This design comes from an exercise in tuning for small area on the open sky130 flow, not from production work.
In this exercise RTL edits were held to simulation tests only and were not proved equivalent to the original.
Power figures rest on the tool's default switching activity, not on a simulated workload.

== run A ==
==> flow/design.v <==
module hps_sample_capture_ctrl #(
  parameter int DATA_W = 9,
  parameter int DEPTH  = 256,
  parameter int CNT_W  = 13
) (
  input  logic                     clk,
  input  logic                     reset,
  input  logic [2:0]               avs_address,
  input  logic                     avs_read,
  input  logic                     avs_write,
  input  logic [31:0]              avs_writedata,
  output logic [31:0]              avs_readdata,
  input  logic [DATA_W-1:0]        sample_in,
  input  logic                     sample_valid,
  output logic                     irq
);
  localparam int AW = $clog2(DEPTH);
  localparam int SEG = 16;                  
  localparam int NSEG = DEPTH / SEG;
  localparam int SW = $clog2(SEG);
  localparam logic [1:0] S_IDLE    = 2'd0;
  localparam logic [1:0] S_ARMED   = 2'd1;
  localparam logic [1:0] S_CAPTURE = 2'd2;
  localparam logic [1:0] S_DONE    = 2'd3;
  logic [1:0]        state_q, state_d;
  logic [DATA_W-1:0] thresh_q, thresh_d;
  logic [AW-1:0]     len_q, len_d;      
  logic [AW-1:0]     count_q, count_d;  
  logic              below_q, below_d;
  logic              irq_en_q, irq_en_d;
  logic              irq_q, irq_d;
  logic [DATA_W-1:0] rdata_lo_q;        
  logic [AW-1:0]     rdata_cnt_q;       
  logic              rdata_msb_q;       
  logic [DATA_W-1:0] rdata_lo_d;
  logic [DATA_W-1:0] buf_q [DEPTH];
  logic [DATA_W-1:0] buf_d [DEPTH];
  logic              shift, keep;
  logic              phase_q;           
  logic [DATA_W-1:0] din;               
  logic              wr_ctrl, arm, abort, pop, store, en;
  logic              is_idle, is_armed, is_capture, is_done;
  logic              len_full, cnt_full;
  logic [AW-1:0]     last;              
  logic [NSEG-1:0]   inj;               
  logic [DATA_W-1:0] tap;
  assign is_idle    = (state_q == S_IDLE);
  assign is_armed   = (state_q == S_ARMED);
  assign is_capture = (state_q == S_CAPTURE);
  assign is_done    = (state_q == S_DONE);
  assign len_full = (len_q == '0);
  assign cnt_full = state_q[1] && (count_q == '0);
  assign wr_ctrl = avs_write && (avs_address == 3'd0);
  assign arm     = wr_ctrl && avs_writedata[0];
  assign abort   = wr_ctrl && avs_writedata[1];
  assign pop     = avs_read && (avs_address == 3'd4) && is_done;
  assign store   = sample_valid &&
                   (is_capture || (is_armed && below_q && !(sample_in < thresh_q)));
  assign shift = (sample_valid && !is_done) || pop;
  assign keep  = !shift;
  assign din   = sample_in ^ {DATA_W{phase_q}};
  assign below_d = is_armed && (sample_valid ? (sample_in < thresh_q) : below_q);
  always_comb begin
    state_d  = state_q;
    thresh_d = thresh_q;
    len_d    = len_q;
    count_d  = count_q;
    if (is_idle && arm)
      state_d = S_ARMED;
    if (store) begin
      count_d = count_q + AW'(1);
      if (count_q + AW'(1) == len_q)
        state_d = S_DONE;
      else
        state_d = S_CAPTURE;
    end
    if (pop) begin
      count_d = count_q - AW'(1);
      if (count_q == AW'(1))
        state_d = S_IDLE;
    end
    if (abort) begin
      state_d = S_IDLE;
      count_d = '0;
    end
    if (avs_write && is_idle) begin
      if (avs_address == 3'd1)
        thresh_d = avs_writedata[DATA_W-1:0];
      if (avs_address == 3'd2) begin
        if (avs_writedata == 32'd0)
          len_d = AW'(1);
        else if (avs_writedata > 32'(DEPTH))
          len_d = '0;
        else
          len_d = avs_writedata[AW-1:0];
      end
    end
  end
  always_comb begin
    irq_en_d = irq_en_q;
    irq_d    = irq_q;
    if (wr_ctrl)
      irq_en_d = avs_writedata[2];
    en = irq_en_d;
    if (is_done && state_d != S_DONE)
      irq_d = 1'b0;
    if (wr_ctrl && avs_writedata[3])
      irq_d = 1'b0;
    if (!is_done && state_d == S_DONE)
      irq_d = 1'b1;
    if (abort || !en)
      irq_d = 1'b0;
  end
  assign last = len_q - AW'(1);
  always_comb begin
    for (int s = 0; s < NSEG; s++)
      inj[s] = (last[AW-1:SW] == SW'(NSEG - 1 - s));
  end
  always_comb begin
    tap = '0;
    for (int k = 0; k < SEG; k++)
      if (len_q[SW-1:0] == SW'(k + 1))
        tap = buf_q[SEG*(NSEG-1) + k];
    tap = tap ^ {DATA_W{phase_q}};
  end
  always_comb begin
    unique case (avs_address)
      3'd0:    rdata_lo_d = {6'b0, irq_en_q, 2'b0};
      3'd1:    rdata_lo_d = thresh_q;
      3'd2:    rdata_lo_d = {len_full, len_q};
      3'd3:    rdata_lo_d = {count_q[0], 6'b0, state_q};
      3'd4:    rdata_lo_d = is_done ? tap : '0;
      default: rdata_lo_d = '0;
    endcase
  end
  assign avs_readdata = {rdata_msb_q, 14'b0, rdata_cnt_q, rdata_lo_q};
  assign irq          = irq_q;
  always_ff @(posedge clk) begin
    rdata_lo_q  <= rdata_lo_d;
    rdata_cnt_q <= (avs_address == 3'd3) ? {cnt_full, count_q[AW-1:1]} : '0;
    rdata_msb_q <= ((avs_address == 3'd3) && irq_q) ||
                   ((avs_address == 3'd4) && is_done);
  end
  always_ff @(posedge clk) begin
    if (reset) begin
      state_q  <= S_IDLE;
      thresh_q <= '0;
      len_q    <= '0;
      count_q  <= '0;
      below_q  <= 1'b0;
      irq_en_q <= 1'b0;
      irq_q    <= 1'b0;
      phase_q  <= 1'b0;
    end else begin
      phase_q  <= !phase_q;
      state_q  <= state_d;
      thresh_q <= thresh_d;
      len_q    <= len_d;
      count_q  <= count_d;
      below_q  <= below_d;
      irq_en_q <= irq_en_d;
      irq_q    <= irq_d;
    end
  end
  logic [NSEG-1:0] sh_in, sh_up;
  assign sh_in = {NSEG{shift}} & inj;
  assign sh_up = {NSEG{shift}} & ~inj;
  for (genvar j = 0; j < DEPTH; j++) begin : g_word
    for (genvar b = 0; b < DATA_W; b++) begin : g_bit
      if (j % SEG == 0 && j != 0) begin : g_entry
        hps_sample_capture_entry_bit u_bit (
          .keep(keep), .shift_in(sh_in[j / SEG]), .shift_up(sh_up[j / SEG]),
          .q(buf_q[j][b]), .din(din[b]), .prev(buf_q[j-1][b]), .d(buf_d[j][b])
        );
      end else begin : g_plain
        hps_sample_capture_bit u_bit (
          .keep(keep), .shift(shift), .q(buf_q[j][b]),
          .prev(j == 0 ? din[b] : buf_q[j-1][b]), .d(buf_d[j][b])
        );
      end
    end
  end
  always_ff @(posedge clk) begin
    for (int j = 0; j < DEPTH; j++)
      buf_q[j] <= buf_d[j];
  end
endmodule
module hps_sample_capture_bit (
  input  logic keep,
  input  logic shift,
  input  logic q,
  input  logic prev,
  output logic d
);
  assign d = ~((q | shift) & (prev | keep));
endmodule
module hps_sample_capture_entry_bit (
  input  logic keep,
  input  logic shift_in,
  input  logic shift_up,
  input  logic q,
  input  logic din,
  input  logic prev,
  output logic d
);
  assign d = ~((keep & q) | (shift_in & din) | (shift_up & prev));
endmodule
clock: 5.0 ns
lec_check: 0
cap_margin: 20
core_margin: 2
core_utilization: 45
cts_buf_list: sky130_fd_sc_hd__clkbuf_8
cts_cluster_diameter: 80
cts_cluster_size: 16
place_density: 0.6
slew_margin: 20
synth_hierarchical: 1
synth_minimum_keep_size: 0
standard.sh (not shown) runs the stock make flow with config.mk's settings and CLKGATE_MAP_FILE= SYNTH_SCRIPT=/design/flow/synth_recipe.tcl, a recipe that flattens the netlist after the stock synthesis.
==> flow/flow/run.sh <==
#!/bin/bash
# Standard synthesis, then every o22ai/a22oi/a222oi cell is set to its smallest
# drive strength, then the standard layout from floorplan to finish, with
# Yosys's buffers removed at floorplan (the placer's repair buffers the
# nets again), the smallest buffer on the ports and no dummy clock loads in
# CTS.
set -euo pipefail
R=$PWD/orfs/results/$FLOW_PLATFORM/hps_sample_capture_ctrl/base
bash standard.sh "$R/1_2_yosys.v" > synth.log 2>&1
python3 flow/downsize.py "$R/1_2_yosys.v" > downsize.log 2>&1
export REMOVE_ABC_BUFFERS=1
export BUFFER_PORTS_ARGS="-buffer_cell sky130_fd_sc_hd__buf_1"
export CTS_ARGS="-sink_clustering_enable -repair_clock_nets -dont_use_dummy_load -buf_list sky130_fd_sc_hd__clkbuf_8 -sink_clustering_size 16 -sink_clustering_max_diameter 80"
bash standard.sh > layout.log 2>&1
==> flow/flow/downsize.py <==
# Rewrites a Yosys netlist in place: o22ai_N, a22oi_N and a222oi_N cells become _1.
import re, sys
path = sys.argv[1]
text = open(path).read()
pat = re.compile(r'\bsky130_fd_sc_hd__(o22ai|a22oi|a222oi)_(2|4)\b')
count = len(pat.findall(text))
text = pat.sub(lambda m: 'sky130_fd_sc_hd__%s_1' % m.group(1), text)
open(path, 'w').write(text)
print('downsized %d cells' % count)
Having completed the whole flow, run A delivered a layout that passed the timing, DRC and antenna checks.
--- input diff run A..run B ---
==> flow/flow/run.sh <==
#!/bin/bash
# Standard synthesis, then every o22ai/a22oi/a222oi cell is set to its smallest
# drive strength, then the standard layout from floorplan to finish, with
# the smallest buffer on the ports and no dummy clock loads in CTS.
set -euo pipefail
R=$PWD/orfs/results/$FLOW_PLATFORM/hps_sample_capture_ctrl/base
bash standard.sh "$R/1_2_yosys.v" > synth.log 2>&1
python3 flow/downsize.py "$R/1_2_yosys.v" > downsize.log 2>&1
export BUFFER_PORTS_ARGS="-buffer_cell sky130_fd_sc_hd__buf_1"
export CTS_ARGS="-sink_clustering_enable -repair_clock_nets -dont_use_dummy_load -buf_list sky130_fd_sc_hd__clkbuf_8 -sink_clustering_size 16 -sink_clustering_max_diameter 80"
bash standard.sh > layout.log 2>&1
--- outcome ---
Worst min-delay path category: reg2reg -> run A, in2reg -> run B. First-pass GRT wire length: run A and run B compared, lower one is run A. Compared with run A, in run B number of signal-net buffers in the layout went up by 0.66%, detailed placement HPWL moved up, fmax went up about 8%, global-route usage went up, net switching power of the design rose by 0.66%. Global routing usage on met1 across run A and run B: no real change. Run A → run B: clock network fraction of design power barely changed; switching power as a share of total power now sits at about the same level. Status: utilization parity (run B, run A).

==> re-timing with driven ports <==
How much do the figures lean on ideal ports? The routed layouts below were timed once more, with nothing changed but the port constraints.
Step 1 assumes that a clkbuf_16 drives the clock port and a buf_2 every other input.
Step 2 also shifts input and output timing later by t, the mid clock arrival at the registers, as if the neighbouring blocks saw the same clock.
Slacks: ideal / step 1 / step 2; pairs: ideal / step 1.
run | t (ns) | setup WS [ns] | clock arrival spread, ns | slew at the worst register clock pin (ns) | pins driven straight from the clock port
run A | 0.916 | 1.441 / 1.441 / 0.985 | 0.101 / 0.102 | 0.11 / 0.11 | 1
run B | 0.960 | 1.712 / 1.712 / 1.139 | 0.083 / 0.083 | 0.10 / 0.10 | 1
After both steps setup and hold are still met in every run listed. For run B, which loses most, drivers alone change the setup slack by 0.000 ns; drivers and shift together by -0.573 ns.
